Context: an optimization exercise on an open-source flow, tuned for small area, a short achievable clock period and few clock cycles. The choices shown serve that exercise and are no tape-out recipe. In this exercise RTL edits were held to simulation tests only and were not proved equivalent to the original. No activity file was given, so power comes from the tool's default toggle rates.

<file path="design/flow/run.sh">
#!/bin/bash
# synth_recipe.tcl (not shown) runs the flow's synth.tcl, then flattens the netlist and writes it again
# the make line also repeats each setting of config.mk as NAME=value (left out here)
make -C /OpenROAD-flow-scripts/flow DESIGN_CONFIG=/design/flow/config.mk WORK_HOME=/design/flow/orfs CLKGATE_MAP_FILE= SYNTH_SCRIPT=/design/flow/synth_recipe.tcl finish
</file>
<file path="design/flow/config.mk">
export PLATFORM = sky130hd
export DESIGN_NAME = cpu
export DESIGN_NICKNAME = cpu
export VERILOG_FILES = /design/flow/design.v
export SDC_FILE = /design/flow/constraint.sdc
export NUM_CORES = 4
export LEC_CHECK = 0
export ABC_CLOCK_PERIOD_IN_PS = 3000
export CAP_MARGIN = 20
export CELL_PAD_IN_SITES_DETAIL_PLACEMENT = 1
export CELL_PAD_IN_SITES_GLOBAL_PLACEMENT = 2
export CORE_MARGIN = 2
export CORE_UTILIZATION = 35
export CTS_BUF_LIST = sky130_fd_sc_hd__clkbuf_4 sky130_fd_sc_hd__clkbuf_8
export PLACE_DENSITY = 0.5
export SETUP_SLACK_MARGIN = 3.6
export SLEW_MARGIN = 20
export TNS_END_PERCENT = 10
</file>
<file path="design/flow/constraint.sdc">
create_clock -name core_clock -period 7.0 [get_ports {clock}]
set_input_delay 1.4000 -clock core_clock [delete_from_list [all_inputs] [get_ports {clock}]]
set_output_delay 1.4000 -clock core_clock [all_outputs]
set_load 0.01 [all_outputs]
</file>
<file path="design/flow/design.v">
package cpu_pkg;
	typedef logic [31:0] word_t;
	typedef logic [4:0] reg_addr_t;
	typedef enum logic [6:0] {
		opc_op     = 7'b0110011,
		opc_op_imm = 7'b0010011,
		opc_load   = 7'b0000011,
		opc_store  = 7'b0100011,
		opc_branch = 7'b1100011,
		opc_jal    = 7'b1101111
	} opcode_e;
	typedef enum logic [2:0] {
		fn_add,
		fn_slt,
		fn_xor,
		fn_or,
		fn_and
	} alu_fn_e;
endpackage
`timescale 1ns/1ps
module cpu #(
	parameter cpu_pkg::word_t reset_pc = 32'h0000_0000
) (
	input logic clock,
	input logic reset,
	output cpu_pkg::word_t instr_addr,
	input cpu_pkg::word_t instr_data,
	output cpu_pkg::word_t data_addr,
	output cpu_pkg::word_t data_wdata,
	output logic data_wen,
	output logic data_ren,
	input cpu_pkg::word_t data_rdata
);
	function automatic cpu_pkg::word_t add32(input cpu_pkg::word_t a, input cpu_pkg::word_t b,
		input logic cin);
		logic [31:0] g;
		logic [31:0] p;
		logic [31:0] gg;
		logic [31:0] pp;
		g = a & b;
		p = a ^ b;
		gg = g;
		pp = p;
		gg[0] = g[0] | (p[0] & cin);
		for (int d = 1; d < 32; d = d * 2) begin
			for (int i = 31; i >= d; i--) begin
				gg[i] = gg[i] | (pp[i] & gg[i - d]);
				pp[i] = pp[i] & pp[i - d];
			end
		end
		add32 = p ^ {gg[30:0], cin};
	endfunction
	cpu_pkg::word_t pc;
	logic x_valid;
	logic x_ld;
	logic x_st;
	logic x_br;
	logic x_wr;       
	logic x_pred;     
	logic x_sub;
	cpu_pkg::alu_fn_e x_fn;
	cpu_pkg::reg_addr_t x_rd;
	cpu_pkg::word_t x_a;   
	cpu_pkg::word_t x_b;   
	cpu_pkg::word_t x_c;   
	logic m_ren;
	logic m_wen;
	logic m_wr;
	logic m_ld;
	cpu_pkg::reg_addr_t m_rd;
	cpu_pkg::word_t m_res;
	cpu_pkg::word_t m_wdata;
	cpu_pkg::word_t rf [1:31];
	cpu_pkg::word_t m_val;
	assign data_addr = m_res;
	assign data_wdata = m_wdata;
	assign data_ren = m_ren;
	assign data_wen = m_wen;
	assign m_val = m_ld ? data_rdata : m_res;
	always_ff @(posedge clock) begin
		if (m_wr) begin
			rf[m_rd] <= m_val;
		end
	end
	cpu_pkg::word_t sum;
	logic lt;
	cpu_pkg::word_t alu;
	logic eq;
	logic mispredict;
	assign sum = add32(x_a, x_b, x_sub);
	assign lt = (x_a[31] == x_b[31]) ? x_a[31] : sum[31];
	always_comb begin
		case (x_fn)
			cpu_pkg::fn_slt: alu = {31'b0, lt};
			cpu_pkg::fn_xor: alu = x_a ^ x_b;
			cpu_pkg::fn_or: alu = x_a | x_b;
			cpu_pkg::fn_and: alu = x_a & x_b;
			default: alu = sum;
		endcase
	end
	assign eq = x_a == x_b;
	assign mispredict = x_valid && x_br && (eq != x_pred);
	always_ff @(posedge clock or negedge reset) begin
		if (!reset) begin
			m_ren <= 1'b0;
			m_wen <= 1'b0;
			m_wr <= 1'b0;
		end else begin
			m_ren <= x_valid && x_ld;
			m_wen <= x_valid && x_st;
			m_wr <= x_valid && x_wr;
		end
	end
	always_ff @(posedge clock) begin
		m_ld <= x_ld;
		m_rd <= x_rd;
		m_res <= alu;
		m_wdata <= x_c;
	end
	cpu_pkg::word_t ins;
	logic [6:0] opc;
	cpu_pkg::reg_addr_t rs1;
	cpu_pkg::reg_addr_t rs2;
	cpu_pkg::reg_addr_t rd;
	logic is_op;
	logic is_opi;
	logic is_ld;
	logic is_st;
	logic is_br;
	logic is_jal;
	logic uses_rs1;
	logic uses_rs2;
	logic pred;
	logic stall;
	cpu_pkg::word_t imm_i;
	cpu_pkg::word_t imm_s;
	cpu_pkg::word_t imm_b;
	cpu_pkg::word_t imm_j;
	cpu_pkg::word_t pc4;
	cpu_pkg::word_t target;
	cpu_pkg::word_t rf_a;
	cpu_pkg::word_t rf_b;
	logic fwd_xa;
	logic fwd_xb;
	logic fwd_ma;
	logic fwd_mb;
	cpu_pkg::word_t rs1_val;
	cpu_pkg::word_t rs2_val;
	cpu_pkg::word_t pc_next;
	logic wr;
	logic sub;
	cpu_pkg::alu_fn_e fn;
	assign ins = instr_data;
	assign instr_addr = pc;
	assign opc = ins[6:0];
	assign rs1 = ins[19:15];
	assign rs2 = ins[24:20];
	assign rd = ins[11:7];
	assign is_op = opc == cpu_pkg::opc_op;
	assign is_opi = opc == cpu_pkg::opc_op_imm;
	assign is_ld = opc == cpu_pkg::opc_load;
	assign is_st = opc == cpu_pkg::opc_store;
	assign is_br = opc == cpu_pkg::opc_branch;
	assign is_jal = opc == cpu_pkg::opc_jal;
	assign uses_rs1 = is_op || is_opi || is_ld || is_st || is_br;
	assign uses_rs2 = is_op || is_st || is_br;
	assign imm_i = {{20{ins[31]}}, ins[31:20]};
	assign imm_s = {{20{ins[31]}}, ins[31:25], ins[11:7]};
	assign imm_b = {{19{ins[31]}}, ins[31], ins[7], ins[30:25], ins[11:8], 1'b0};
	assign imm_j = {{11{ins[31]}}, ins[31], ins[19:12], ins[20], ins[30:21], 1'b0};
	assign pred = ins[31] || rs1 == rs2;
	assign pc4 = pc + 32'd4;
	assign target = add32(pc, ins[3] ? imm_j : imm_b, 1'b0);
	assign stall = x_valid && x_ld && x_wr &&
		((uses_rs1 && x_rd == rs1) || (uses_rs2 && x_rd == rs2));
	always_comb begin
		if (mispredict) begin
			pc_next = x_c;
		end else if (stall) begin
			pc_next = pc;
		end else if (is_jal || (is_br && pred)) begin
			pc_next = target;
		end else begin
			pc_next = pc4;
		end
	end
	assign rf_a = (rs1 == '0) ? '0 : rf[rs1];
	assign rf_b = (rs2 == '0) ? '0 : rf[rs2];
	assign fwd_xa = x_valid && x_wr && x_rd == rs1;
	assign fwd_xb = x_valid && x_wr && x_rd == rs2;
	assign fwd_ma = m_wr && m_rd == rs1;
	assign fwd_mb = m_wr && m_rd == rs2;
	assign rs1_val = fwd_xa ? alu : (fwd_ma ? m_val : rf_a);
	assign rs2_val = fwd_xb ? alu : (fwd_mb ? m_val : rf_b);
	assign wr = (is_op || is_opi || is_ld || is_jal) && rd != '0;
	assign sub = is_op && ((ins[14:12] == 3'b000 && ins[30]) || ins[14:12] == 3'b010);
	always_comb begin
		fn = cpu_pkg::fn_add;
		if (is_op) begin
			case (ins[14:12])
				3'b010: fn = cpu_pkg::fn_slt;
				3'b100: fn = cpu_pkg::fn_xor;
				3'b110: fn = cpu_pkg::fn_or;
				3'b111: fn = cpu_pkg::fn_and;
				default: fn = cpu_pkg::fn_add;
			endcase
		end
	end
	always_ff @(posedge clock or negedge reset) begin
		if (!reset) begin
			pc <= reset_pc;
			x_valid <= 1'b0;
		end else begin
			pc <= pc_next;
			x_valid <= !mispredict && !stall;
		end
	end
	always_ff @(posedge clock) begin
		x_ld <= is_ld;
		x_st <= is_st;
		x_br <= is_br;
		x_wr <= wr;
		x_pred <= pred;
		x_sub <= sub;
		x_fn <= fn;
		x_rd <= rd;
		x_a <= is_jal ? '0 : rs1_val;
		x_b <= (is_op || is_br) ? (rs2_val ^ {32{sub}}) : (is_jal ? pc4 : (is_st ? imm_s : imm_i));
		x_c <= is_st ? rs2_val : (pred ? pc4 : target);
	end
endmodule
</file>
==> flow_metrics.tcl, run 1 <==
set metrics [dict create \
    syn_nets 4336 \
    drc_errors 0 \
    hold_viol 0 \
    start_util_pct 35.11 \
    avgSynthCellArea_um2 14.58 \
    cts.sinks 1208 \
    track_usage_pct 29.12 \
    synthTopCellsByArea "edfxtp_1 49%, mux4_2 18%, dfxtp_1 5.9%, mux2i_1 2.4%, a21oi_1 2.1%" \
    clkTransAtPathRegs_ns 0.06 \
    fin_hold_ws_ns 0.3248 \
    portBuffers 163 \
    crit_type "primary input to register" \
    ys_ff_latch 1208 \
    die_h_um 420.9 \
    wirelength_um 259600 \
    r2r_slack_ns 3.40 \
    synth_top_area_share_pct 48.97 \
    async_reset_ff_share_pct 2.980 \
    synthToLayoutAreaGrowth_pct 17.67 \
    finalSetupViolations 0 \
    dpl_worst_slack_ns 1.624 \
    postRouteAntennaNets 0 \
    period_share_pct 52.01 \
    power_density_mw_per_mm2 301.6 \
    wl_met3_um 12480 \
    synth_seq_area_share_pct 56.38 \
    core_area_mm2 0.1732 \
    highest_layer "met5" \
    wire_per_inst_um 37.36 \
    cellLeakagePower_nw 24.11 \
    path_max_fanout 27 \
    dp_cells 6495 \
    grt_pass1_wl_um 355200 \
    drive_above_1_share_pct 29.56 \
    yosysTopAreaCell "edfxtp_1" \
    finalNetCount 4600 \
    final_cells 6948 \
    tightest_slew_ns 1.127 \
    min_from "x_c[30]" \
    critPathCaptureType "register" \
    yosysMostFrequentCell "edfxtp_1" \
    synthCells 4172 \
    met2_wirelength_um 128700 \
    worstPathRequired_ns 7.90 \
    relSlewSlack_pct 24.88 \
    grt_overflow_total 0 \
    drtIter0Drc 3607 \
    synthDistinctLibCells 82 \
    drv_slew 0 \
    yosys_warnings 1 \
    cp-start-kind "primary input" \
    htree_levels 4 \
    clk_latency_ns 1.01 \
    clock-skew-final_ns 0.06120 \
    die_area_mm2 0.1771 \
    postCtsHoldBufs 0 \
    grt_max_degree 50 \
    cap_viol_max_count 0 \
    cp-startpoint "instr_data[18]" \
    place.gp.congestion 0.8398 \
    via_per_inst 5.958 \
    fmax_mhz 274.7 \
    drt_pass1_iterations 5 \
    cp.arrival_ns 4.54 \
    cts_buffers 219 \
    synth-edff-count 992 \
    io_pins 164 \
    vias 41390 \
    die_w_um 420.9 \
    cts-root-buf "clkbuf_8" \
    rsz0062_at_grt "yes" \
    m1WireLength_um 111800 \
    dpl.hpwl_um 167100 \
    worst_ir_drop_vdd_mv 0.2375 \
    status "complete, no violations" \
    synthesis.area_mm2 0.06083 \
    ys.flop_type "edfxtp_1" \
    cts_tree "yes" \
    finalSetupTns_ns 0 \
    fin_ws_ns 3.359 \
    post-route-min-period_ns 3.641 \
    min_path_type "register to register" \
    yosys-top-cells-count "992 x edfxtp_1, 492 x mux4_2, 269 x nor2_1" \
    grt_pass1_vias 42640 \
    antenna_found_initial 16 \
    clockBufferDepth 3 \
    rows 153 \
    r2r-start "x_b[9]" \
]
## path summary, 6_finish.rpt
kind | end | cells past startpoint
worst max-delay path | x_a[16] | 11
worst min-delay path | m_wdata[30] | 0
max in group asynchronous | pc[4] | 2
worst min register to register | m_wdata[30] | 0
worst max register to register | x_a[21] | 11
min in group asynchronous | pc[31] | 2
## where the power goes
group          internal [W]  switching, W  leakage [nW]
clock network       0.00385       0.00326          2.40
registers           0.00884      0.000480          10.8
logic               0.00183       0.00332          10.9
## state kept, by name, indices dropped and copies added, names as in the netlist, 32 cells and up
register and flops:
m_res 32, m_wdata 32, pc 32, rf 992
x_a 32, x_b 32, x_c 32
## timing repair
action,4_1_cts,5_1_grt
gates resized for setup,146,75
pin swaps,14,27
setup buffers,8,28
gates cloned,6,2
setup endpoints to repair,188,163
hold endpoints to repair,0,0
## through the flow
step / total power [W] / instance area, µm² / util [%]
2_1_floorplan: 0.01186 / 60960 / -
3_3_place_gp: 0.01439 / 65680 / 37.91
3_5_place_dp: 0.01440 / 65710 / 37.93
4_1_cts: 0.02169 / 70980 / 40.97
5_1_grt: 0.02246 / 71570 / 41.31
6_report: 0.02159 / 71580 / 41.31
## cell type report
class,count,area [µm²]
clock inverter,95,784.5
antenna,5,12.51
clock buffer,308,3757
multi-input combinational,2554,25880
tap,2325,2909
timing repair buffer,361,3561
inverter,92,349.1
sequential,1208,34320
fill,17360,101700
## cells by family after synthesis
| kind of cell | share of synthesized area, % |
|---|---|
| fa+ha+maj | 2.053 |
| flops | 56.38 |
| buf+inv | 2.839 |
| compound gates | 9.090 |
| simple gates | 5.881 |
| mux | 22.30 |
| xor+xnor | 1.454 |
## cells in the final DEF, fill, tap and decap left out, types with 24 or more instances in the layout
cell / n
and3_1: 29
clkinv_1: 49
o22ai_1: 29
o21ai_0: 155
a211oi_1: 73
nor2_1: 230
nor2b_1: 26
mux4_2: 492
edfxtp_1: 992
nor3_1: 69
a21oi_1: 248
clkdlybuf4s50_1: 145
nand3_1: 46
o221ai_1: 25
clkbuf_8: 231
xor2_1: 54
a221oi_1: 57
clkbuf_4: 78
mux2_2: 89
nand2_1: 194
a22oi_1: 28
nand4_1: 24
mux2i_1: 135
buf_4: 169
ha_1: 83
o211ai_1: 36
nor2_4: 35
xnor2_1: 43
dfxtp_1: 172
inv_1: 83
## worst max-delay path, stage by stage
cell	delay [ns]
buf_6	0.22
buf_4	0.34
nor3_2	0.14
buf_4	0.38
buf_4	0.42
a21oi_1	0.12
o21ai_0	0.13
a221oi_1	0.07
nor3_1	0.69
a21oi_1	0.21
a211oi_1	0.29
## per-layer routing
layer / vias up / global-route usage, %
li1: 17380 / -
met1: 22490 / 39.57
met2: 1219 / 49.35
met3: 308 / 3.584
met4: 2 / 7.588
met5: - / 0
Testbench counts, summed over its fixed seeds: cycles 142,315.
==> inputs of run 2 (changes only) <==
==> design/flow/flow/run.sh (new file) <==
#!/bin/bash
# The standard layout (the standard.sh, all ORFS steps through finish),
# with one change: the buffers that buffer_ports puts on every input and
# output port are buf_4 cells instead of the delay cell it picks on its own.
# ORFS writes each step's log under orfs/logs/; make's own output goes to
# flow_make.log here.
set -euo pipefail
bash standard.sh 'BUFFER_PORTS_ARGS=-buffer_cell sky130_fd_sc_hd__buf_4' finish > flow_make.log 2>&1
==> design/flow/standard.sh (new file) <==
#!/bin/bash
# synth_recipe.tcl (not shown) runs the flow's synth.tcl, then flattens the netlist and writes it again
# the make line also repeats each setting of config.mk as NAME=value (left out here)
make -C /OpenROAD-flow-scripts/flow DESIGN_CONFIG=/design/flow/config.mk WORK_HOME=/design/flow/orfs CLKGATE_MAP_FILE= SYNTH_SCRIPT=/design/flow/synth_recipe.tcl "${@:-finish}"
--- a/design/flow/config.mk
+++ b/design/flow/config.mk
@@ -14,5 +14,5 @@
 export CTS_BUF_LIST = sky130_fd_sc_hd__clkbuf_4 sky130_fd_sc_hd__clkbuf_8
 export PLACE_DENSITY = 0.5
-export SETUP_SLACK_MARGIN = 3.6
+export SETUP_SLACK_MARGIN = 4.0
 export SLEW_MARGIN = 20
 export TNS_END_PERCENT = 10
removed: design/flow/run.sh
==> run 2 against run 1 <==
Clock skew up 0.019 ns. First-iteration DRC count up 7.5%. Cell count up 0.78%. Highest routed layer unchanged.
==> flow_metrics.tcl, run 2 <==
set metrics [dict create \
    status "complete, no violations" \
    cellLeakagePower_nw 25.00 \
    dpl_worst_slack_ns 1.295 \
    io_pins 164 \
    syn_nets 4336 \
    cp-start-kind "primary input" \
    worst_ir_drop_vdd_mv 0.2088 \
    path_max_fanout 25 \
    clockBufferDepth 3 \
    async_reset_ff_share_pct 2.980 \
    drive_above_1_share_pct 35.75 \
    synth_simple_gate_area_share_pct 5.881 \
    synthToLayoutAreaGrowth_pct 20.87 \
    grt_max_degree 65 \
    wire_per_inst_um 38.92 \
    worstPathRequired_ns 7.78 \
    cts_buffers 213 \
    ys.flop_type "edfxtp_1" \
    synth_top_family_by_area "multiplexers" \
    synthDistinctLibCells 82 \
    htree_levels 4 \
    synth_top_area_share_pct 48.97 \
    yosys_warnings 1 \
    critPathCaptureType "register" \
    period_share_pct 49.27 \
    synth_compound_area_share_pct 9.090 \
    synthCells 4172 \
    largest_reg_flops 992 \
    yosys.area_share.xor_xnor_pct 1.454 \
    dpl.hpwl_um 167500 \
    mostFrequentLayoutCell "edfxtp_1" \
    yosysTopAreaCell "edfxtp_1" \
    fin_ws_ns 3.551 \
    crit_type "primary input to register" \
    cp_cell_sequence "buf_16 -> buf_4 -> buf_12 -> buf_16 -> mux4_2 -> mux4_2 -> a32oi_4 -> nand2_2 -> o21a_1 -> o211ai_1" \
    start_util_pct 35.11 \
    fmax_mhz 289.9 \
    finalSetupTns_ns 0 \
    cts.sinks 1208 \
    rsz0062_at_grt "yes" \
    antenna_found_initial 12 \
    synthTopCellsByArea "edfxtp_1 49%, mux4_2 18%, dfxtp_1 5.9%, mux2i_1 2.4%, a21oi_1 2.1%" \
    path_buf_inv 4 \
    drv_slew 0 \
    p_total_w 0.02173 \
    die_area_mm2 0.1771 \
    cts-root-buf "clkbuf_8" \
    cap_viol_max_count 0 \
    final_util_pct 42.44 \
    mostFrequentLayoutCells "992 x edfxtp_1, 492 x mux4_2, 329 x buf_4" \
    min_path_type "register to register" \
    use_met1_pct 41.18 \
    slowest_delay_ns 0.61 \
    busiest_layer "met2" \
    clk_latency_ns 1.01 \
    vias 42900 \
    cts_tree "yes" \
    wirelength_um 272500 \
    synth-edff-count 992 \
    ys_ff_latch 1208 \
    cp.arrival_ns 4.23 \
    portBuffers 163 \
    grt_util_met3_pct 4.236 \
    finalSetupViolations 0 \
    power_density_mw_per_mm2 295.6 \
    cp_slowest_cell "mux4_2" \
    nFillCells 17230 \
    yosysMostFrequentCell "edfxtp_1" \
    finalNetCount 4659 \
    relSlewSlack_pct 24.13 \
    yosys-top-cells-count "992 x edfxtp_1, 492 x mux4_2, 269 x nor2_1" \
    tightest_slew_ns 1.131 \
    die_h_um 420.9 \
    rows 153 \
    grt_overflow_total 0 \
    die_w_um 420.9 \
    postRouteAntennaNets 0 \
    drtIter0Drc 3877 \
    synthesis.area_mm2 0.06083 \
    grt_pass1_wl_um 370200 \
    clock-skew-final_ns 0.08056 \
    drc_errors 0 \
    synth_seq_area_share_pct 56.38 \
    synth_mux_area_share_pct 22.30 \
    place.gp.congestion 0.8648 \
    grt_use_met2_pct 50.70 \
    avgSynthCellArea_um2 14.58 \
    grt_pass1_vias 44480 \
    post-route-min-period_ns 3.449 \
    via_per_inst 6.127 \
    drt_pass1_iterations 5 \
    synth_fa_ha_area_share_pct 2.053 \
    core_area_mm2 0.1732 \
    track_usage_pct 30.36 \
    largest_register "rf" \
    clkTransAtPathRegs_ns 0.06 \
    cp_top_family "compound AO/OA/AOI/OAI gates" \
    hold_viol 0 \
]
-- run 2: logic make-up (layout without fill, tap and decap cells) --
group,count (synthesis),count (layout)
simple gates,776,776
flops,1208,1208
other cells,0,8
xor+xnor,101,101
fa+ha+maj,98,98
compound gates,848,850
buf+inv,412,907
mux,729,729
-- run 2: path summary, 6_finish.rpt --
path	startpoint	to	slack [ns]	cells after the start
min in group asynchronous	reset	pc[0]	0.46	1
hold / removal	x_c[0]	m_wdata[0]	0.35	0
setup reg to reg	m_wr	rf[21][12]	3.65	3
hold reg to reg	x_c[0]	m_wdata[0]	0.35	0
max in group asynchronous	reset	pc[4]	6.01	1
setup / recovery	instr_data[21]	x_b[15]	3.55	10
-- run 2: power breakdown --
| part | switching [W] | total (W) | internal, W |
|---|---|---|---|
| clock | 0.00312 | 0.00672 | 0.00360 |
| combinational | 0.00361 | 0.00563 | 0.00202 |
| sequential | 0.000548 | 0.00938 | 0.00884 |
| total | 0.00728 | 0.0217 | 0.0145 |
-- run 2: repair_timing --
| action | in CTS | in global routing |
|---|---|---|
| pin swaps | 71 | 48 |
| endpoints found under the hold margin | 0 | 0 |
| hold buffers | 0 | 0 |
| endpoints found under the setup margin | 492 | 551 |
| buffers inserted | 74 | 34 |
| resized for setup | 366 | 103 |
| gates cloned | 21 | 6 |
-- run 2: final cells by class --
cell class | instances | area (µm²) | area share (%)
Antenna cell | 8 | 20.02 | 0.02723
Multi-Input combinational cell | 2554 | 27020 | 36.76
Inverter | 92 | 357.8 | 0.4867
Tap cell | 2325 | 2909 | 3.957
Timing Repair Buffer | 426 | 4632 | 6.300
Sequential cell | 1208 | 34310 | 46.66
Clock buffer | 298 | 3670 | 4.992
Clock inverter | 91 | 601.8 | 0.8186
-- run 2: metrics by stage --
step	std cells	cell area, µm²	hold slack, ns
floorplan	4172	60960	0.3230
global placement	6468	65140	0.3365
detailed placement	6470	65190	0.3393
CTS	6954	72570	0.3530
global route	6995	73500	0.3593
finish	7002	73520	0.3513
-- run 2: worst register-to-register path: stages, from the launching register on --
cell	delay [ns]
dfrtp_1	0.58
nand3b_1	0.70
nor2_4	1.02
buf_4	0.64
-- run 2: per-layer routing --
layer  part of all wire [%]  routed length, µm  vias up
li1                       -                  -    17520
met1                     43             116400    23470
met2                     49             133100     1559
met3                    5.5              14950      345
met4                    2.9               7939        4
met5                 0.0092                 25        -
==> inputs of run 3 (changes only) <==
--- a/design/flow/config.mk
+++ b/design/flow/config.mk
@@ -14,5 +14,5 @@
 export CTS_BUF_LIST = sky130_fd_sc_hd__clkbuf_4 sky130_fd_sc_hd__clkbuf_8
 export PLACE_DENSITY = 0.5
-export SETUP_SLACK_MARGIN = 4.0
+export SETUP_SLACK_MARGIN = 3.6
 export SLEW_MARGIN = 20
 export TNS_END_PERCENT = 10
==> run 3 against run 2 <==
Critical path type unchanged. Clock skew fell by 0.0081 ns. Core utilization fell by 1.4 points. Area after synthesis unchanged. Global-route usage shrank 0.87 points. Synthesized cell count did not move. Flip-flop and latch count unchanged. Sequential power barely moved. Largest cell class unchanged. Cell count shrank 1.2%. Critical endpoint unchanged. Hold slack barely moved. Highest routed layer unchanged.
==> flow_metrics.tcl, run 3 <==
set metrics [dict create \
    postRouteAntennaNets 0 \
    r2r-start "m_wr" \
    antenna_found_initial 13 \
    grt_pass1_wl_um 360900 \
    cp.arrival_ns 4.38 \
    grt_pass1_vias 43810 \
    cts-root-buf "clkbuf_8" \
    hold_depth 0 \
    place.gp.congestion 0.8648 \
    power_density_mw_per_mm2 298.7 \
    nFillCells 17410 \
    yosysTopAreaCell "edfxtp_1" \
    finalNetCount 4575 \
    dpl_worst_slack_ns 1.295 \
    cts.sinks 1208 \
    cellLeakagePower_nw 24.15 \
    crit_top_cell "mux4_2" \
    start_util_pct 35.11 \
    yosys-top-cells-count "992 x edfxtp_1, 492 x mux4_2, 269 x nor2_1" \
    async_reset_ff_share_pct 2.980 \
    cp_cell_sequence "buf_16 -> buf_8 -> mux4_2 -> mux4_2 -> a32oi_2 -> nand2_2 -> o21a_1 -> o211ai_1" \
    finalSetupTns_ns 0 \
    fin_ws_ns 3.384 \
    cts_buffers 213 \
    dp_cells 6470 \
    critPathCaptureType "register" \
    synth_top_area_share_pct 48.97 \
    status "complete, no violations" \
    wire_per_inst_um 38.30 \
    synthesis.area_mm2 0.06083 \
    mostFrequentLayoutCell "edfxtp_1" \
    wirelength_um 265000 \
    reg2reg_to "rf[22][14]" \
    yosys_warnings 1 \
    path_buf_inv 2 \
    fmax_mhz 276.6 \
    track_usage_pct 29.50 \
    synthDistinctLibCells 82 \
    rsz0062_at_grt "yes" \
    cap_viol_max_count 0 \
    post-route-min-period_ns 3.616 \
    clockBufferDepth 3 \
    grt_max_degree 73 \
    synthTopCellsByArea "edfxtp_1 49%, mux4_2 18%, dfxtp_1 5.9%, mux2i_1 2.4%, a21oi_1 2.1%" \
    io_pins 164 \
    clkTransAtPathRegs_ns 0.07 \
    ys.flop_type "edfxtp_1" \
    die_h_um 420.9 \
    sw_frac_of_total_pct 33.27 \
    hold_viol 0 \
    rows 153 \
    drv_slew 0 \
    worstPathRequired_ns 7.77 \
    drc_errors 0 \
    clock-skew-final_ns 0.07251 \
    worst_ir_drop_vdd_mv 0.2122 \
    htree_levels 4 \
    min_path_type "register to register" \
    cts_tree "yes" \
    relSlewSlack_pct 23.22 \
    period_share_pct 51.65 \
    synthCells 4172 \
    worst-r2r-cell-count 3 \
    cp_slowest_cell "mux4_2" \
    portBuffers 163 \
    largest_reg_flops 992 \
    p_comb_share_pct 24.3 \
    yosysMostFrequentCell "edfxtp_1" \
    via_per_inst 6.086 \
    mostFrequentLayoutCells "992 x edfxtp_1, 492 x mux4_2, 281 x buf_4" \
    drtIter0Drc 3696 \
    min_from "x_c[0]" \
    synthToLayoutAreaGrowth_pct 16.92 \
    synth-edff-count 992 \
    clk_latency_ns 0.99 \
    crit_type "primary input to register" \
    die_area_mm2 0.1771 \
    drt_pass1_iterations 5 \
    path_max_fanout 19 \
    cp_top_family "multiplexers" \
    finalSetupViolations 0 \
    slowest_delay_ns 0.61 \
    postCtsHoldBufs 0 \
    hold_path_end "m_wdata[0]" \
    tightest_slew_ns 1.149 \
    p_int_w 0.01417 \
    drive_above_1_share_pct 32.00 \
    largest_register "rf" \
    power.share.clock_pct 31.6 \
    p_seq_share_pct 44.1 \
    synth_seq_area_share_pct 56.38 \
    ys_ff_latch 1208 \
    syn_nets 4336 \
    core_area_mm2 0.1732 \
    p_switching_w 0.007067 \
    final_cells 6917 \
    die_w_um 420.9 \
    dpl.hpwl_um 167500 \
    avgSynthCellArea_um2 14.58 \
    r2r_slack_ns 3.49 \
    vias 42090 \
    grt_overflow_total 0 \
    cp-start-kind "primary input" \
]
[run 3: worst register-to-register path, stage by stage, from the launching register on]
cell,delay [ns]
dfrtp_1,0.63
nand3b_1,0.72
nor2_4,1.16
buf_4,0.60
[run 3: cell type report]
cell class,count,area (µm²),area share [%]
sequential,1208,34300,48.23
clock inverter,91,601.8,0.8462
tap,2325,2909,4.090
multi-input combinational,2555,25980,36.53
antenna,7,17.52,0.02463
inverter,92,345.3,0.4856
clock buffer,298,3670,5.160
timing repair buffer,341,3294,4.632
[run 3: per-layer routing]
metal	GRT usage, %	part of all wire [%]
met1	39.96	42
met2	49.23	49
met3	4.188	5.7
met4	8.784	2.8
met5	0	0.0049
[run 3: through the flow]
step | util (%) | total power (W) | hold slack (ns) | area [µm²]
6_report | 41.05 | 0.02124 | 0.3514 | 71120
5_1_grt | 41.04 | 0.02206 | 0.3593 | 71100
4_1_cts | 40.51 | 0.02125 | 0.3530 | 70180
3_5_place_dp | 37.63 | 0.01439 | 0.3393 | 65190
3_3_place_gp | 37.60 | 0.01429 | 0.3365 | 65140
2_1_floorplan | - | 0.01186 | 0.3230 | 60960
[run 3: worst max path at each step]
| stage | from | end | slack (ns) | depth (start not counted) |
|---|---|---|---|---|
| 4_1_cts | instr_data[3] | x_c[23] | 3.38 | 12 |
| 3_3_place_gp | instr_data[23] | x_b[15] | 1.14 | 10 |
| 5_1_grt | m_wr | rf[30][23] | 3.41 | 3 |
| 6_report | instr_data[20] | x_b[15] | 3.38 | 8 |
| 2_1_floorplan | instr_data[21] | pc[31] | 2.49 | 18 |
| 3_5_place_dp | instr_data[23] | x_b[15] | 1.29 | 10 |
[run 3: power by group through the flow]
stage                     Sequential [W]  Clock (W)  Combinational (W)
after floorplan                  0.00929          0            0.00257
after global placement           0.00951          0            0.00478
after detailed placement         0.00952          0            0.00486
after CTS                        0.00937    0.00689            0.00499
after global routing             0.00940    0.00716            0.00550
final                            0.00937    0.00671            0.00516
[run 3: cells by family after synthesis]
kind of cell	Yosys count	synth area share, %
fa+ha+maj	98	2.053
compound gates	848	9.090
buf+inv	412	2.839
flops	1208	56.38
mux	729	22.30
xor+xnor	101	1.454
simple gates	776	5.881
[run 3: repair_timing]
item / in CTS / in global routing
setup endpoints to repair: 131 / 217
gates resized for setup: 102 / 116
gates cloned: 7 / 6
pin swaps: 13 / 29
buffers inserted: 8 / 30
==> inputs of run 4 (changes only) <==
==> design/flow/flow/run.sh (replaced) <==
#!/bin/bash
# The standard layout (the standard.sh, all ORFS steps through finish),
# with two changes:
#  - the buffers that buffer_ports puts on every input and output port are
#    buf_4 cells instead of the delay cell it picks on its own;
#  - clock tree synthesis adds no dummy loads (the ORFS arguments otherwise).
# ORFS writes each step's log under orfs/logs/; make's own output goes to
# flow_make.log here.
set -euo pipefail
bash standard.sh 'BUFFER_PORTS_ARGS=-buffer_cell sky130_fd_sc_hd__buf_4' \
	'CTS_ARGS=-sink_clustering_enable -repair_clock_nets -dont_use_dummy_load -buf_list {sky130_fd_sc_hd__clkbuf_4 sky130_fd_sc_hd__clkbuf_8}' \
	finish > flow_make.log 2>&1
--- a/design/flow/config.mk
+++ b/design/flow/config.mk
@@ -11,8 +11,8 @@
 export CELL_PAD_IN_SITES_GLOBAL_PLACEMENT = 2
 export CORE_MARGIN = 2
-export CORE_UTILIZATION = 35
+export CORE_UTILIZATION = 45
 export CTS_BUF_LIST = sky130_fd_sc_hd__clkbuf_4 sky130_fd_sc_hd__clkbuf_8
-export PLACE_DENSITY = 0.5
-export SETUP_SLACK_MARGIN = 3.6
+export PLACE_DENSITY = 0.55
+export SETUP_SLACK_MARGIN = 4.0
 export SLEW_MARGIN = 20
 export TNS_END_PERCENT = 10
==> run 4 against run 3 <==
Flip-flop and latch count unchanged. Cell count down 9.6%. Combinational power up about 10%. Worst setup slack better by 0.15 ns. Largest power group unchanged. Clock power down 23%. Highest routed layer is now met4. Critical path type unchanged. Via count up 2.0%.
==> flow_metrics.tcl, run 4 <==
set metrics [dict create \
    finalSetupViolations 0 \
    relSlewSlack_pct 25.43 \
    die_area_mm2 0.1381 \
    place.gp.congestion 0.8756 \
    postCtsHoldBufs 0 \
    cap_viol_max_count 0 \
    drv_slew 0 \
    reg2reg_to "x_c[10]" \
    core_area_mm2 0.1338 \
    final_area_mm2 0.07120 \
    worstPathRequired_ns 7.78 \
    p_comb_share_pct 28.2 \
    path_max_fanout 7 \
    rows 134 \
    p_seq_share_pct 46.2 \
    yosysTopAreaCell "edfxtp_1" \
    syn_nets 4336 \
    synthTopCellsByArea "edfxtp_1 49%, mux4_2 18%, dfxtp_1 5.9%, mux2i_1 2.4%, a21oi_1 2.1%" \
    slowest_delay_ns 0.35 \
    wire_per_inst_um 39.22 \
    htree_levels 4 \
    p_switching_w 0.006757 \
    finalSetupTns_ns 0 \
    yosysMostFrequentCell "edfxtp_1" \
    ys.flop_type "edfxtp_1" \
    final_util_pct 53.22 \
    placed_area_mm2 0.06436 \
    grt_overflow_total 0 \
    fin_hold_ws_ns 0.3503 \
    cp-start-kind "primary input" \
    cp_slowest_cell "a2111oi_4" \
    async_reset_ff_share_pct 2.980 \
    portBuffers 163 \
    postRouteAntennaNets 0 \
    crit_top_cell "buf_12" \
    grt_max_degree 74 \
    r2r_slack_ns 3.58 \
    synthesis.area_mm2 0.06083 \
    cts_tree "yes" \
    mostFrequentLayoutCell "edfxtp_1" \
    synth-edff-count 992 \
    min_path_type "register to register" \
    period_share_pct 49.53 \
    tightest_slew_ns 1.107 \
    cts-root-buf "clkbuf_8" \
    drt_pass1_iterations 6 \
    fmax_mhz 288.4 \
    crit_type "primary input to register" \
    via_per_inst 6.866 \
    drive_above_1_share_pct 34.52 \
    io_pins 164 \
    grt_pass1_vias 43400 \
    grt_pass1_wl_um 340200 \
    p_total_w 0.02017 \
    clockBufferDepth 3 \
    status "complete, no violations" \
    synthToLayoutAreaGrowth_pct 17.06 \
    cts_buffers 202 \
    cellLeakagePower_nw 24.15 \
    dpl.hpwl_um 151100 \
    critPathCaptureType "register" \
    cp_cell_sequence "buf_16 -> buf_12 -> mux2_4 -> ha_4 -> nand2_4 -> nor3b_4 -> o31ai_4 -> buf_12 -> a2111oi_4 -> o221ai_2 -> buf_4 -> a21oi_4 -> and3_1 -> nor4_2 -> a221o_1" \
    power.share.clock_pct 25.5 \
    yosys-top-cells-count "992 x edfxtp_1, 492 x mux4_2, 269 x nor2_1" \
    ys_ff_latch 1208 \
    drc_errors 0 \
    synthCells 4172 \
    synth_seq_area_share_pct 56.38 \
    power_density_mw_per_mm2 283.3 \
    avgSynthCellArea_um2 14.58 \
    finalNetCount 4645 \
    worst_ir_drop_vdd_mv 0.1745 \
    rsz0062_at_grt "yes" \
    nFillCells 12620 \
    r2r-start "x_b[0]" \
    clkTransAtPathRegs_ns 0.06 \
    hold_viol 0 \
    track_usage_pct 35.38 \
    yosys_warnings 1 \
    sw_frac_of_total_pct 33.50 \
    antenna_found_initial 11 \
    clk_latency_ns 0.93 \
    vias 42930 \
    post-route-min-period_ns 3.467 \
    drtIter0Drc 5466 \
    cp-startpoint "instr_data[20]" \
    largest_reg_flops 992 \
    largest_register "rf" \
    cp.arrival_ns 4.25 \
    cts.sinks 1208 \
    die_h_um 371.7 \
    mostFrequentLayoutCells "992 x edfxtp_1, 492 x mux4_2, 322 x buf_4" \
    worst-r2r-cell-count 14 \
    synthDistinctLibCells 82 \
    clock-skew-final_ns 0.07634 \
    crit_end "pc[31]" \
    synth_top_area_share_pct 48.97 \
    die_w_um 371.7 \
    start_util_pct 45.46 \
    wirelength_um 245200 \
    p_int_w 0.01341 \
]
## run 4: cell type report
cell class,instances,area (µm²),area share (%)
Clock buffer,202,2780,3.904
Inverter,92,354.1,0.4973
Timing Repair Buffer,423,4558,6.401
Tap cell,1768,2212,3.107
Sequential cell,1208,34330,48.21
Multi-Input combinational cell,2554,26960,37.87
Antenna cell,5,12.51,0.01757
## run 4: cell families (layout without fill, tap and decap cells)
| kind of cell | Yosys count | count (layout) | share of synthesized area [%] |
|---|---|---|---|
| AO/OA/AOI/OAI | 848 | 849 | 9.090 |
| XOR/XNOR | 101 | 101 | 1.454 |
| adder cells (fa/ha/maj) | 98 | 98 | 2.053 |
| buffers and inverters | 412 | 717 | 2.839 |
| flip-flops | 1208 | 1208 | 56.38 |
| multiplexers | 729 | 729 | 22.30 |
| other | 0 | 5 | 0 |
| AND/OR/NAND/NOR | 776 | 777 | 5.881 |
## run 4: worst max-delay path, delay by kind of cell
family / cells / cell delay [ns]
AO/OA/AOI/OAI: 5 / 1.04
adder cells (fa/ha/maj): 1 / 0.33
buffers and inverters: 4 / 0.58
multiplexers: 1 / 0.29
AND/OR/NAND/NOR: 4 / 0.58
## run 4: worst min path at each step
stage	endpoint	depth (start not counted)	start	slack, ns
after floorplan	m_wdata[30]	0	x_c[30]	0.32
after global placement	m_wdata[28]	0	x_c[28]	0.34
after detailed placement	m_wdata[28]	0	x_c[28]	0.34
after CTS	m_wdata[28]	0	x_c[28]	0.35
after global routing	m_wdata[28]	0	x_c[28]	0.36
final	m_wdata[28]	0	x_c[28]	0.35
## run 4: power groups by stage
stage / combinational, W / clock, W / sequential (W)
floorplan: 0.00257 / 0 / 0.00929
global placement: 0.00482 / 0 / 0.00945
detailed placement: 0.00484 / 0 / 0.00946
CTS: 0.00536 / 0.00524 / 0.00932
global route: 0.00600 / 0.00551 / 0.00934
finish: 0.00569 / 0.00515 / 0.00933
## run 4: what timing repair did
| item | 4_1_cts | 5_1_grt |
|---|---|---|
| setup buffers | 66 | 45 |
| resized for setup | 324 | 190 |
| pin swaps | 67 | 59 |
| gates cloned | 23 | 4 |
| setup endpoints to repair | 318 | 317 |
## run 4: routing by layer
metal	vias up	wire length (µm)	global-route usage, %
met4	0	11410	14.81
met2	2192	117300	57.30
met3	489	19110	5.776
li1	17300	-	-
met1	22950	97370	47.55
met5	-	0	0
## run 4: stage by stage
stage | cells | setup slack (ns)
final | 6252 | 3.533
after global routing | 6249 | 3.434
after CTS | 6198 | 3.596
after detailed placement | 5907 | 1.640
after global placement | 5904 | 1.684
after floorplan | 4172 | 2.490
==> inputs of run 5 (changes only) <==
--- a/design/flow/config.mk
+++ b/design/flow/config.mk
@@ -6,4 +6,5 @@
 export NUM_CORES = 4
 export LEC_CHECK = 0
+export ABC_AREA = 1
 export ABC_CLOCK_PERIOD_IN_PS = 3000
 export CAP_MARGIN = 20
==> run 5 against run 4 <==
Still clean. Cell area is 2.4% higher. Sequential share of layout area decreased by 1.2 points. Worst setup slack better by 0.19 ns. Flip-flop and latch count did not move. Largest cell class unchanged.
==> flow_metrics.tcl, run 5 <==
set metrics [dict create \
    cp.arrival_ns 4.08 \
    largest_register "rf" \
    fin_hold_ws_ns 0.3675 \
    clk_latency_ns 0.99 \
    place.gp.congestion 1.003 \
    hold_viol 0 \
    via_per_inst 6.403 \
    drc_errors 0 \
    post-route-min-period_ns 3.280 \
    start_util_pct 45.21 \
    cellLeakagePower_nw 28.36 \
    avgSynthCellArea_um2 8.654 \
    crit_type "primary input to register" \
    synthCells 7478 \
    rsz0062_at_grt "yes" \
    cts.sinks 1208 \
    clockBufferDepth 3 \
    wirelength_um 304200 \
    min_path_type "register to register" \
    grt_pass1_vias 59110 \
    wire_per_inst_um 32.05 \
    dpl.hpwl_um 189400 \
    postRouteAntennaNets 0 \
    yosysMostFrequentCell "nand2_1" \
    synthDistinctLibCells 63 \
    drt_pass1_iterations 6 \
    drv_slew 0 \
    yosysTopAreaCell "edfxtp_1" \
    finalNetCount 7748 \
    yosys-top-cells-count "1420 x nand2_1, 992 x edfxtp_1, 968 x o21ai_0" \
    largest_reg_flops 992 \
    drive_above_1_share_pct 11.57 \
    period_share_pct 46.85 \
    synth_top_area_share_pct 46.03 \
    regArea_mm2 0.03431 \
    die_h_um 383.2 \
    cp_slowest_cell "buf_12" \
    yosys_warnings 1 \
    htree_levels 4 \
    clock-skew-final_ns 0.1164 \
    path_max_fanout 194 \
    path_buf_inv 3 \
    cts_buffers 210 \
    relSlewSlack_pct 26.92 \
    grt_overflow_total 0 \
    clkTransAtPathRegs_ns 0.05 \
    status "complete, no violations" \
    cp_cell_sequence "buf_16 -> buf_12 -> nand2_1 -> o211ai_1 -> nand3_1 -> nand3_1 -> o2111ai_1 -> nand3_1 -> a21oi_1 -> o21ai_0 -> inv_1" \
    synthToLayoutAreaGrowth_pct 12.70 \
    critPathCaptureType "register" \
    power_density_mw_per_mm2 279.8 \
    nFillCells 16570 \
    rows 139 \
    io_pins 164 \
    mostFrequentLayoutCells "1382 x nand2_1, 992 x edfxtp_1, 946 x o21ai_0" \
    finalSetupViolations 0 \
    postCtsHoldBufs 0 \
    vias 60780 \
    die_area_mm2 0.1469 \
    cts-root-buf "clkbuf_8" \
    ys.flop_type "edfxtp_1" \
    r2r-start "m_rd[1]" \
    track_usage_pct 40.20 \
    worst_ir_drop_vdd_mv 0.2342 \
    slowest_delay_ns 0.58 \
    die_w_um 383.2 \
    cp_top_family "buffers and inverters" \
    finalSetupTns_ns 0 \
    min_from "x_c[28]" \
    async_reset_ff_share_pct 2.980 \
    synthesis.area_mm2 0.06472 \
    multiInputGateArea_mm2 0.02636 \
    drtIter0Drc 7247 \
    synthTopCellsByArea "edfxtp_1 46%, nand2_1 8.2%, o21ai_0 7.5%, dfxtp_1 5.6%, nand3_1 5.3%" \
    cp-start-kind "primary input" \
    cts_tree "yes" \
    antenna_found_initial 12 \
    worstPathRequired_ns 7.80 \
    syn_nets 7642 \
    grt_max_degree 208 \
    ys_ff_latch 1208 \
    cp-startpoint "instr_data[15]" \
    synth-edff-count 992 \
    cap_viol_max_count 0 \
    synth_seq_area_share_pct 52.99 \
    tightest_slew_ns 1.094 \
    grt_pass1_wl_um 425500 \
    portBuffers 163 \
    crit_top_cell "nand3_1" \
    core_area_mm2 0.1431 \
    mostFrequentLayoutCell "nand2_1" \
    fmax_mhz 304.9 \
]
-- run 5: changes by cell type after synthesis, sizes merged, moves of 79 or more --
cell | before | now
nor2 | 269 | 449
a21oi | 262 | 678
nand2 | 200 | 1426
mux2 | 91 | 12
mux4 | 492 | 0
buf | 131 | 314
o21ai | 170 | 987
o211ai | 36 | 301
mux2i | 146 | 19
inv | 89 | 783
nand3 | 48 | 685
-- run 5: where the power goes --
part           leakage (nW)  internal, W  total [W]  switching, W
sequential             10.8      0.00872    0.00924      0.000525
clock                  1.51      0.00261    0.00540       0.00279
combinational          16.0      0.00166    0.00576       0.00410
total                  28.4       0.0130     0.0204       0.00742
-- run 5: per-layer routing --
layer / vias to the layer above / global-route usage (%) / share of wire (%) / wire, µm
met5: - / 0 / 0.025 / 77
li1: 26080 / - / - / -
met3: 738 / 8.526 / 10 / 30540
met4: 10 / 22.29 / 6.2 / 18950
met2: 3369 / 60.26 / 44 / 132700
met1: 30580 / 54.17 / 40 / 121900
-- run 5: path summary, 6_finish.rpt --
path	depth (start not counted)	to	slack, ns
worst max-delay path	11	x_a[19]	3.72
worst min-delay path	0	m_wdata[28]	0.37
worst max register to register	3	rf[30][27]	3.74
worst min register to register	0	m_wdata[28]	0.37
max in group asynchronous	1	pc[10]	6.05
min in group asynchronous	1	pc[1]	0.46
-- run 5: timing repair --
| item | CTS | global route |
|---|---|---|
| gates resized for setup | 160 | 184 |
| setup endpoints to repair | 306 | 442 |
| buffers inserted | 32 | 38 |
| gates cloned | 18 | 8 |
| pin swaps | 15 | 39 |
-- run 5: layout make-up --
type / count / area share (%)
repair inverters: 6 / 0.05489
repair buffers: 377 / 5.212
inverters: 786 / 4.311
flip-flops and latches: 1208 / 47.04
well taps: 1903 / 3.264
multi-input cells: 4995 / 36.14
diodes: 6 / 0.02059
clock buffers: 210 / 3.963
-- run 5: per-stage QoR --
stage | utilization, % | instances | power (W) | area [µm²] | setup slack [ns]
2_1_floorplan | - | 7478 | 0.01185 | 64800 | 3.401
3_3_place_gp | 47.12 | 9176 | 0.01439 | 67450 | 1.779
3_5_place_dp | 47.14 | 9177 | 0.01446 | 67470 | 1.761
4_1_cts | 50.09 | 9437 | 0.01999 | 71690 | 3.693
5_1_grt | 50.95 | 9487 | 0.02105 | 72930 | 3.751
6_report | 50.96 | 9491 | 0.02041 | 72940 | 3.720
-- run 5: cells by family after synthesis --
kind of cell / synth area share, %
AO/OA/AOI/OAI: 18.26
XOR/XNOR: 0.8120
adder cells (fa/ha/maj): 1.929
buffers and inverters: 8.124
flip-flops: 52.99
multiplexers: 0.5027
AND/OR/NAND/NOR: 17.38
==> inputs of run 6 (changes only) <==
--- a/design/flow/config.mk
+++ b/design/flow/config.mk
@@ -6,5 +6,4 @@
 export NUM_CORES = 4
 export LEC_CHECK = 0
-export ABC_AREA = 1
 export ABC_CLOCK_PERIOD_IN_PS = 3000
 export CAP_MARGIN = 20
@@ -15,5 +14,5 @@
 export CTS_BUF_LIST = sky130_fd_sc_hd__clkbuf_4 sky130_fd_sc_hd__clkbuf_8
 export PLACE_DENSITY = 0.55
-export SETUP_SLACK_MARGIN = 4.0
+export SETUP_SLACK_MARGIN = 4.4
 export SLEW_MARGIN = 20
 export TNS_END_PERCENT = 10
==> run 6 against run 5 <==
Hold slack got worse by 0.014 ns. Cell count decreased by 32%. Largest cell class unchanged. Total power increased by 1.4%. Via count decreased by 27%. Critical path depth increased by 4. Wire length decreased by 16%. Combinational power increased by 6.2%. Register-to-register slack got worse by 0.09 ns. Still clean on timing, DRC and antenna. Die area decreased by 6.0%. Worst setup slack got worse by 0.25 ns. Non-clock buffer count increased by 221. Flip-flop and latch count unchanged.
==> flow_metrics.tcl, run 6 <==
set metrics [dict create \
    antenna_found_initial 10 \
    grt_max_degree 78 \
    clock-skew-final_ns 0.09801 \
    synth_seq_area_share_pct 56.38 \
    clk_latency_ns 0.94 \
    place.gp.congestion 0.9279 \
    worstPathRequired_ns 7.75 \
    grt_pass1_wl_um 344600 \
    synth_compound_area_share_pct 9.090 \
    drv_slew 0 \
    yosys_warnings 1 \
    avgSynthCellArea_um2 14.58 \
    rows 134 \
    clockBufferDepth 3 \
    vias 44440 \
    via_per_inst 6.909 \
    synthTopCellsByArea "edfxtp_1 49%, mux4_2 18%, dfxtp_1 5.9%, mux2i_1 2.4%, a21oi_1 2.1%" \
    cts_buffers 206 \
    nFillCells 12430 \
    final_cells 6432 \
    finalSetupViolations 0 \
    drt_pass1_iterations 6 \
    min_from "x_c[30]" \
    reg2reg_to "rf[12][28]" \
    synth_fa_ha_area_share_pct 2.053 \
    min_path_type "register to register" \
    cp-start-kind "primary input" \
    period_share_pct 50.40 \
    postRouteAntennaNets 0 \
    core_area_mm2 0.1338 \
    synth-edff-count 992 \
    worst_ir_drop_vdd_mv 0.2070 \
    mostFrequentLayoutCell "edfxtp_1" \
    mostFrequentLayoutCells "992 x edfxtp_1, 492 x mux4_2, 414 x buf_4" \
    wire_per_inst_um 39.94 \
    die_w_um 371.7 \
    r2r_slack_ns 3.65 \
    grt_pass1_vias 44010 \
    power_density_mw_per_mm2 276.6 \
    hold_path_end "m_wdata[30]" \
    track_usage_pct 36.05 \
    yosysMostFrequentCell "edfxtp_1" \
    relSlewSlack_pct 26.13 \
    path_max_fanout 7 \
    largest_register "rf" \
    hold_depth 0 \
    p_total_w 0.02069 \
    crit_type "primary input to register" \
    dpl.hpwl_um 148100 \
    drive_above_1_share_pct 39.79 \
    dp_cells 5899 \
    synth_mux_area_share_pct 22.30 \
    synthCells 4172 \
    die_area_mm2 0.1381 \
    yosysTopAreaCell "edfxtp_1" \
    final_util_pct 55.90 \
    syn_nets 4336 \
    synth_simple_gate_area_share_pct 5.881 \
    cp.arrival_ns 4.28 \
    htree_levels 4 \
    hold_viol 0 \
    async_reset_ff_share_pct 2.980 \
    cts_tree "yes" \
    synth_top_family_by_area "multiplexers" \
    fmax_mhz 283.5 \
    post-route-min-period_ns 3.528 \
    drtIter0Drc 5762 \
    ys_ff_latch 1208 \
    cellLeakagePower_nw 25.66 \
    synth_top_area_share_pct 48.97 \
    yosys-top-cells-count "992 x edfxtp_1, 492 x mux4_2, 269 x nor2_1" \
    start_util_pct 45.46 \
    tightest_slew_ns 1.105 \
    largest_reg_flops 992 \
    grt_overflow_total 0 \
    rsz0062_at_grt "yes" \
    io_pins 164 \
    cts.sinks 1208 \
    die_h_um 371.7 \
    yosys.area_share.xor_xnor_pct 1.454 \
    synthesis.area_mm2 0.06083 \
    wirelength_um 256900 \
    synthDistinctLibCells 82 \
    clkTransAtPathRegs_ns 0.06 \
    synthToLayoutAreaGrowth_pct 22.96 \
    cap_viol_max_count 0 \
    drc_errors 0 \
    ys.flop_type "edfxtp_1" \
    finalNetCount 4826 \
    finalSetupTns_ns 0 \
    worst-r2r-cell-count 3 \
    status "complete, no violations" \
    r2r-start "m_wr" \
    critPathCaptureType "register" \
    portBuffers 163 \
    cts-root-buf "clkbuf_8" \
    postCtsHoldBufs 0 \
]
==> run 6: report_power, final <==
group	internal (W)	total [W]	switching (W)
Sequential	0.00884	0.00932	0.000483
Clock	0.00257	0.00524	0.00268
Combinational	0.00238	0.00612	0.00374
Total	0.0138	0.0207	0.00690
==> run 6: worst max-delay path by stage <==
stage / start / end / slack, ns
floorplan: instr_data[21] / pc[31] / 2.49
global placement: instr_data[21] / x_c[2] / 1.64
detailed placement: instr_data[20] / x_c[2] / 1.68
CTS: instr_data[3] / pc[31] / 3.56
global route: instr_data[3] / pc[31] / 3.44
finish: instr_data[3] / pc[31] / 3.47
==> run 6: metal layers <==
layer | global-route usage [%] | vias to the layer above | share of wire [%]
li1 | - | 17710 | -
met1 | 48.81 | 23630 | 39
met2 | 57.09 | 2523 | 47
met3 | 6.602 | 581 | 9.0
met4 | 15.83 | 2 | 5.3
met5 | 0 | - | 0.0051
==> run 6: area by class of cell <==
type	count	area (µm²)	share of cell area [%]
Sequential cell	1208	34320	45.88
Multi-Input combinational cell	2556	28120	37.59
Timing Repair Buffer	598	6929	9.264
Clock buffer	206	2835	3.791
Tap cell	1768	2212	2.958
Inverter	92	370.4	0.4952
Antenna cell	4	10.01	0.01338
==> run 6: critical path: stages <==
cell and delay (ns):
buf_16 0.13, buf_4 0.15, mux2_4 0.33, ha_4 0.30, o21a_1 0.12, o31a_1 0.23, o31ai_4 0.07, buf_6 0.15
a2111oi_4 0.38, o221ai_2 0.21, buf_4 0.19, a21oi_4 0.14, and3_1 0.16, nor4_1 0.05, a221o_1 0.26
==> run 6: cell families (layout without fill, tap and decap cells) <==
group	count (synthesis)	in the layout
DFF	1208	1208
AOI/OAI and AO/OA	848	849
adders and majority gates	98	98
muxes	729	729
buffers and inverters	412	896
other	0	4
and+or+nand+nor	776	779
xor gates and xnor gates	101	101
==> run 6: per-stage QoR <==
stage	worst slack, ns	hold WS (ns)	area, µm²
CTS	3.561	0.3538	71720
global route	3.440	0.3619	74790
detailed placement	1.679	0.3418	64420
global placement	1.636	0.3366	64390
finish	3.472	0.3540	74790
floorplan	2.490	0.3230	61390
==> run 6: what timing repair did <==
item                                   in CTS  in global routing
gates cloned                               36                 21
endpoints found under the hold margin       0                  0
pin swaps                                 113                131
setup endpoints to repair                 779               1101
buffers inserted                          126                140
resized for setup                         518                288
==> inputs of run 7 (changes only) <==
--- a/design/flow/design.v
+++ b/design/flow/design.v
@@ -191,6 +191,6 @@
 	assign fwd_ma = m_wr && m_rd == rs1;
 	assign fwd_mb = m_wr && m_rd == rs2;
-	assign rs1_val = fwd_xa ? alu : (fwd_ma ? m_val : rf_a);
-	assign rs2_val = fwd_xb ? alu : (fwd_mb ? m_val : rf_b);
+	assign rs1_val = fwd_ma ? m_val : rf_a;
+	assign rs2_val = fwd_mb ? m_val : rf_b;
 	assign wr = (is_op || is_opi || is_ld || is_jal) && rd != '0;
 	assign sub = is_op && ((ins[14:12] == 3'b000 && ins[30]) || ins[14:12] == 3'b010);
@@ -225,7 +225,19 @@
 		x_fn <= fn;
 		x_rd <= rd;
-		x_a <= is_jal ? '0 : rs1_val;
-		x_b <= (is_op || is_br) ? (rs2_val ^ {32{sub}}) : (is_jal ? pc4 : (is_st ? imm_s : imm_i));
-		x_c <= is_st ? rs2_val : (pred ? pc4 : target);
+		if (fwd_xa && !is_jal) begin
+			x_a <= alu;
+		end else begin
+			x_a <= is_jal ? '0 : rs1_val;
+		end
+		if (fwd_xb && (is_op || is_br)) begin
+			x_b <= alu ^ {32{sub}};
+		end else begin
+			x_b <= (is_op || is_br) ? (rs2_val ^ {32{sub}}) : (is_jal ? pc4 : (is_st ? imm_s : imm_i));
+		end
+		if (fwd_xb && is_st) begin
+			x_c <= alu;
+		end else begin
+			x_c <= is_st ? rs2_val : (pred ? pc4 : target);
+		end
 	end
 endmodule
--- a/design/flow/config.mk
+++ b/design/flow/config.mk
@@ -14,5 +14,5 @@
 export CTS_BUF_LIST = sky130_fd_sc_hd__clkbuf_4 sky130_fd_sc_hd__clkbuf_8
 export PLACE_DENSITY = 0.55
-export SETUP_SLACK_MARGIN = 4.4
+export SETUP_SLACK_MARGIN = 3.6
 export SLEW_MARGIN = 20
 export TNS_END_PERCENT = 10
==> run 7 against run 6 <==
Largest cell class unchanged. Combinational power shrank about 10%. Hold slack better by 0.0062 ns. Maximum frequency fell by 1.3%. Still clean on timing, DRC and antenna. Critical endpoint is now x_b[11].
==> flow_metrics.tcl, run 7 <==
set metrics [dict create \
    status "complete, no violations" \
    synth_top_area_share_pct 48.66 \
    postRouteAntennaNets 0 \
    synthTopCellsByArea "edfxtp_1 49%, mux4_2 18%, dfxtp_1 5.9%, mux2i_1 3.0%, a21oi_1 2.2%" \
    yosysTopAreaCell "edfxtp_1" \
    synthesis.area_mm2 0.06122 \
    tightest_slew_ns 1.145 \
    worst_ir_drop_vdd_mv 0.2012 \
    ys.flop_type "edfxtp_1" \
    post-route-min-period_ns 3.575 \
    place.gp.congestion 0.9167 \
    cp.arrival_ns 4.38 \
    largest_register "rf" \
    reg2reg_to "x_c[21]" \
    cts_tree "yes" \
    path_max_fanout 24 \
    drive_above_1_share_pct 30.07 \
    yosys-top-cells-count "992 x edfxtp_1, 476 x mux4_2, 265 x a21oi_1" \
    drv_slew 0 \
    core_area_mm2 0.1353 \
    dpl.hpwl_um 156300 \
    drc_errors 0 \
    largest_reg_flops 992 \
    yosysMostFrequentCell "edfxtp_1" \
    synth-edff-count 992 \
    ys_ff_latch 1208 \
    critPathCaptureType "register" \
    worst-r2r-cell-count 10 \
    r2r-start "x_b[18]" \
    track_usage_pct 34.57 \
    grt_max_degree 91 \
    start_util_pct 45.25 \
    mostFrequentLayoutCells "992 x edfxtp_1, 476 x mux4_2, 311 x buf_4" \
    yosys_warnings 1 \
    grt_overflow_total 0 \
    clk_latency_ns 0.98 \
    nFillCells 12910 \
    worstPathRequired_ns 7.80 \
    avgSynthCellArea_um2 14.48 \
    cap_viol_max_count 0 \
    fmax_mhz 279.7 \
    rsz0062_at_grt "yes" \
    wirelength_um 245200 \
    cellLeakagePower_nw 23.72 \
    synthDistinctLibCells 82 \
    drt_pass1_iterations 5 \
    die_w_um 372.8 \
    grt_use_met2_pct 56.30 \
    final_cells 6263 \
    synthCells 4227 \
    die_h_um 372.8 \
    dp_cells 6003 \
    drtIter0Drc 4497 \
    crit_end "x_b[11]" \
    mostFrequentLayoutCell "edfxtp_1" \
    finalSetupViolations 0 \
    via_per_inst 6.738 \
    antenna_found_initial 8 \
    synthToLayoutAreaGrowth_pct 13.69 \
    period_share_pct 51.08 \
    cp-start-kind "primary input" \
    portBuffers 163 \
    power_density_mw_per_mm2 288.0 \
    crit_type "primary input to register" \
    min_from "x_c[0]" \
    finalNetCount 4645 \
    cts_buffers 203 \
    clock-skew-final_ns 0.1134 \
    use_met1_pct 44.89 \
    dpl_worst_slack_ns 1.336 \
    cts-root-buf "clkbuf_8" \
    synth_seq_area_share_pct 56.02 \
    cts.sinks 1208 \
    die_area_mm2 0.1390 \
    grt_util_met3_pct 6.760 \
    vias 42200 \
    htree_levels 4 \
    async_reset_ff_share_pct 2.980 \
    min_path_type "register to register" \
    grt_pass1_vias 43190 \
    syn_nets 4391 \
    relSlewSlack_pct 23.21 \
    grt_pass1_wl_um 337700 \
    io_pins 164 \
    clkTransAtPathRegs_ns 0.06 \
    wire_per_inst_um 39.14 \
    r2r_slack_ns 3.50 \
    final_area_mm2 0.06960 \
    placed_area_mm2 0.06493 \
    hold_viol 0 \
    busiest_layer "met2" \
    fin_ws_ns 3.425 \
    cp-startpoint "instr_data[21]" \
    finalSetupTns_ns 0 \
    clockBufferDepth 3 \
    rows 135 \
]
## run 7: worst min-delay path by stage
stage | endpoint | slack, ns | depth (start not counted)
detailed placement | m_wdata[0] | 0.35 | 0
floorplan | m_wdata[16] | 0.33 | 0
CTS | m_wdata[0] | 0.36 | 0
global route | m_wdata[0] | 0.37 | 0
global placement | m_wdata[0] | 0.35 | 0
finish | m_wdata[0] | 0.36 | 0
## run 7: critical path, stage by stage
cell     delay, ns
buf_16        0.16
nor3_2        0.26
buf_6         0.40
nand2_1       0.22
nand2_8       0.23
buf_4         0.31
buf_4         0.30
o32a_1        0.33
nand2_1       0.07
o21ai_0       0.20
o22ai_1       0.15
a221o_1       0.31
## run 7: kinds of logic (layout without fill, tap and decap cells)
group           after synthesis  in the layout  synth area share [%]
flops                      1208           1208                 56.02
compound gates              854            854                 8.981
simple gates                753            754                 5.580
mux                         747            747                 22.51
buf+inv                     459            710                 3.323
xor+xnor                    108            108                 1.545
fa+ha+maj                    98             98                 2.040
other cells                   0              3                     0
## run 7: area by class of cell
type                            count  area, µm²  area share [%]
Timing Repair inverter              4      20.02         0.02876
Sequential cell                  1208      34300           49.29
Inverter                          139      545.5          0.7838
Clock buffer                      203       2794           4.014
Antenna cell                        3      7.507         0.01079
Timing Repair Buffer              364       3403           4.890
Tap cell                         1781       2228           3.202
Multi-Input combinational cell   2561      26300           37.78
## run 7: stage by stage
| step | hold WS (ns) | total power [W] | util [%] |
|---|---|---|---|
| after global placement | 0.3506 | 0.01453 | 47.99 |
| final | 0.3602 | 0.02005 | 51.44 |
| after CTS | 0.3591 | 0.01996 | 50.90 |
| after detailed placement | 0.3490 | 0.01457 | 47.99 |
| after floorplan | 0.3259 | 0.01205 | - |
| after global routing | 0.3676 | 0.02076 | 51.44 |
## run 7: repair_timing
item	CTS	global route
buffers inserted	19	18
cloned	9	8
pin swaps	17	16
resized for setup	163	91
setup endpoints to repair	140	127
hold buffers	0	0
## run 7: power breakdown
group | internal (W) | total, W | switching [W]
Clock | 0.00253 | 0.00517 | 0.00264
Combinational | 0.00190 | 0.00548 | 0.00358
Sequential | 0.00887 | 0.00940 | 0.000522
Total | 0.0133 | 0.0200 | 0.00674
## run 7: metal layers
metal,vias up,share of wire (%)
met2,1952,48
met1,22460,39
met5,-,0
met3,495,7.6
li1,17300,-
met4,0,5.0
Testbench counts of run 7, summed over its fixed seeds: cycles 142,315.
==> inputs of run 8 (changes only) <==
--- a/design/flow/config.mk
+++ b/design/flow/config.mk
@@ -14,5 +14,5 @@
 export CTS_BUF_LIST = sky130_fd_sc_hd__clkbuf_4 sky130_fd_sc_hd__clkbuf_8
 export PLACE_DENSITY = 0.55
-export SETUP_SLACK_MARGIN = 3.6
+export SETUP_SLACK_MARGIN = 4.0
 export SLEW_MARGIN = 20
 export TNS_END_PERCENT = 10
==> run 8 against run 7 <==
Sequential power barely moved. Core utilization increased by 2.4 points. Clock skew fell by 0.0047 ns. Cell area grew 4.6%.
==> flow_metrics.tcl, run 8 <==
set metrics [dict create \
    portBuffers 163 \
    start_util_pct 45.25 \
    mostFrequentLayoutCell "edfxtp_1" \
    cp-start-kind "primary input" \
    yosysTopAreaCell "edfxtp_1" \
    drt_pass1_iterations 7 \
    worst_ir_drop_vdd_mv 0.2107 \
    final_area_mm2 0.07282 \
    final_util_pct 53.82 \
    tightest_slew_ns 1.151 \
    post-route-min-period_ns 3.355 \
    synthCells 4227 \
    relSlewSlack_pct 22.65 \
    place.gp.congestion 0.9167 \
    p_total_w 0.02072 \
    grt_overflow_total 0 \
    async_reset_ff_share_pct 2.980 \
    clkTransAtPathRegs_ns 0.06 \
    track_usage_pct 36.12 \
    finalNetCount 4790 \
    cts_tree "yes" \
    largest_reg_flops 992 \
    path_max_fanout 56 \
    htree_levels 4 \
    antenna_found_initial 12 \
    period_share_pct 47.93 \
    io_pins 164 \
    drv_slew 0 \
    die_w_um 372.8 \
    synthTopCellsByArea "edfxtp_1 49%, mux4_2 18%, dfxtp_1 5.9%, mux2i_1 3.0%, a21oi_1 2.2%" \
    via_per_inst 6.804 \
    min_path_type "register to register" \
    cellLeakagePower_nw 24.96 \
    syn_nets 4391 \
    die_area_mm2 0.1390 \
    clockBufferDepth 3 \
    cts.sinks 1208 \
    grt_pass1_wl_um 350600 \
    rows 135 \
    power_density_mw_per_mm2 284.6 \
    wirelength_um 255400 \
    grt_max_degree 63 \
    ys_ff_latch 1208 \
    drc_errors 0 \
    synth_seq_area_share_pct 56.02 \
    placed_area_mm2 0.06493 \
    synthDistinctLibCells 82 \
    synth-edff-count 992 \
    busiest_layer "met2" \
    drive_above_1_share_pct 35.96 \
    status "complete, no violations" \
    vias 43590 \
    worstPathRequired_ns 7.78 \
    cts_buffers 203 \
    ys.flop_type "edfxtp_1" \
    postRouteAntennaNets 0 \
    mostFrequentLayoutCells "992 x edfxtp_1, 477 x mux4_2, 390 x buf_4" \
    yosysMostFrequentCell "edfxtp_1" \
    avgSynthCellArea_um2 14.48 \
    synth_top_area_share_pct 48.66 \
    dpl.hpwl_um 156300 \
    largest_register "rf" \
    drtIter0Drc 4713 \
    wire_per_inst_um 39.86 \
    cap_viol_max_count 0 \
    cp.arrival_ns 4.14 \
    finalSetupViolations 0 \
    postCtsHoldBufs 0 \
    fmax_mhz 298.0 \
    synthesis.area_mm2 0.06122 \
    synthToLayoutAreaGrowth_pct 18.94 \
    clock-skew-final_ns 0.1087 \
    hold_viol 0 \
    core_area_mm2 0.1353 \
    yosys_warnings 1 \
    rsz0062_at_grt "yes" \
    die_h_um 372.8 \
    crit_type "primary input to register" \
    use_met1_pct 46.24 \
    yosys-top-cells-count "992 x edfxtp_1, 476 x mux4_2, 265 x a21oi_1" \
    critPathCaptureType "register" \
    clk_latency_ns 0.98 \
    grt_pass1_vias 43990 \
    grt_use_met2_pct 58.59 \
    grt_util_met3_pct 7.645 \
    cts-root-buf "clkbuf_8" \
    finalSetupTns_ns 0 \
]
==> run 8: cell count changes in the layout (fill, tap and decap cells not counted), sizes merged <==
cell,delta
buf,+135
bufbuf,+9
clkbuf,-2
clkinvlp,+2
diode,-1
inv,-1
nand3,+1
or2,+1
==> run 8: path summary, 6_finish.rpt <==
kind,to,cells after the start,slack [ns],startpoint
worst min register to register,m_wdata[0],0,0.36,x_c[0]
worst max register to register,x_b[14],16,3.65,x_a[0]
max in group asynchronous,pc[2],1,6.03,reset
worst max-delay path,x_a[5],8,3.64,instr_data[16]
worst min-delay path,m_wdata[0],0,0.36,x_c[0]
min in group asynchronous,pc[0],1,0.49,reset
==> run 8: power by group <==
group | internal, W | switching (W)
logic | 0.00227 | 0.00386
registers | 0.00887 | 0.000534
clock network | 0.00253 | 0.00266
total | 0.0137 | 0.00706
==> run 8: timing repair <==
item / 4_1_cts / 5_1_grt
pin swaps: 74 / 75
gates cloned: 30 / 6
setup buffers: 97 / 66
setup endpoints to repair: 376 / 525
gates resized for setup: 403 / 210
==> run 8: stage by stage <==
stage | hold WS (ns) | cells | worst slack [ns]
floorplan | 0.3259 | 4227 | 2.641
global placement | 0.3506 | 6003 | 1.318
detailed placement | 0.3490 | 6003 | 1.336
CTS | 0.3591 | 6333 | 3.647
global route | 0.3676 | 6407 | 3.572
finish | 0.3601 | 6407 | 3.645
==> run 8: final cells by class <==
class,count,area [µm²]
tap,1781,2228
multi-input combinational,2563,27620
fill,12750,62480
timing repair inverter,5,25.02
clock buffer,203,2794
sequential,1208,34330
timing repair buffer,506,5270
inverter,139,551.8
antenna,2,5.005
==> run 8: routing by layer <==
| metal | routed length (µm) | up-vias |
|---|---|---|
| met1 | 98590 | 23180 |
| met3 | 20610 | 614 |
| met2 | 121000 | 2158 |
| met4 | 15110 | 4 |
| met5 | 34 | - |
| li1 | - | 17640 |
==> run 8: cell families (layout without fill, tap and decap cells) <==
logic type               Yosys count  count (layout)  synth area share (%)
AO/OA/AOI/OAI                    854             854                 8.981
multiplexers                     747             747                 22.51
XOR/XNOR                         108             108                 1.545
buffers and inverters            459             853                 3.323
AND/OR/NAND/NOR                  753             756                 5.580
other                              0               2                     0
adder cells (fa/ha/maj)           98              98                 2.040
flip-flops                      1208            1208                 56.02
==> run 8: worst max-delay path, stage by stage <==
cell and delay, ns:
buf_16 0.23, buf_12 0.32, mux4_2 0.38, mux4_2 0.48
mux2i_1 0.81, o22ai_1 0.19, nor2_1 0.14, nor3_1 0.05

Setup slack of run 8, layout unchanged: 3.645 ns with ideal ports, 3.334 ns with driving cells assumed (clock clkbuf_16, inputs buf_2), 2.319 ns with port delays also shifted by the 1.014 ns mid clock arrival.
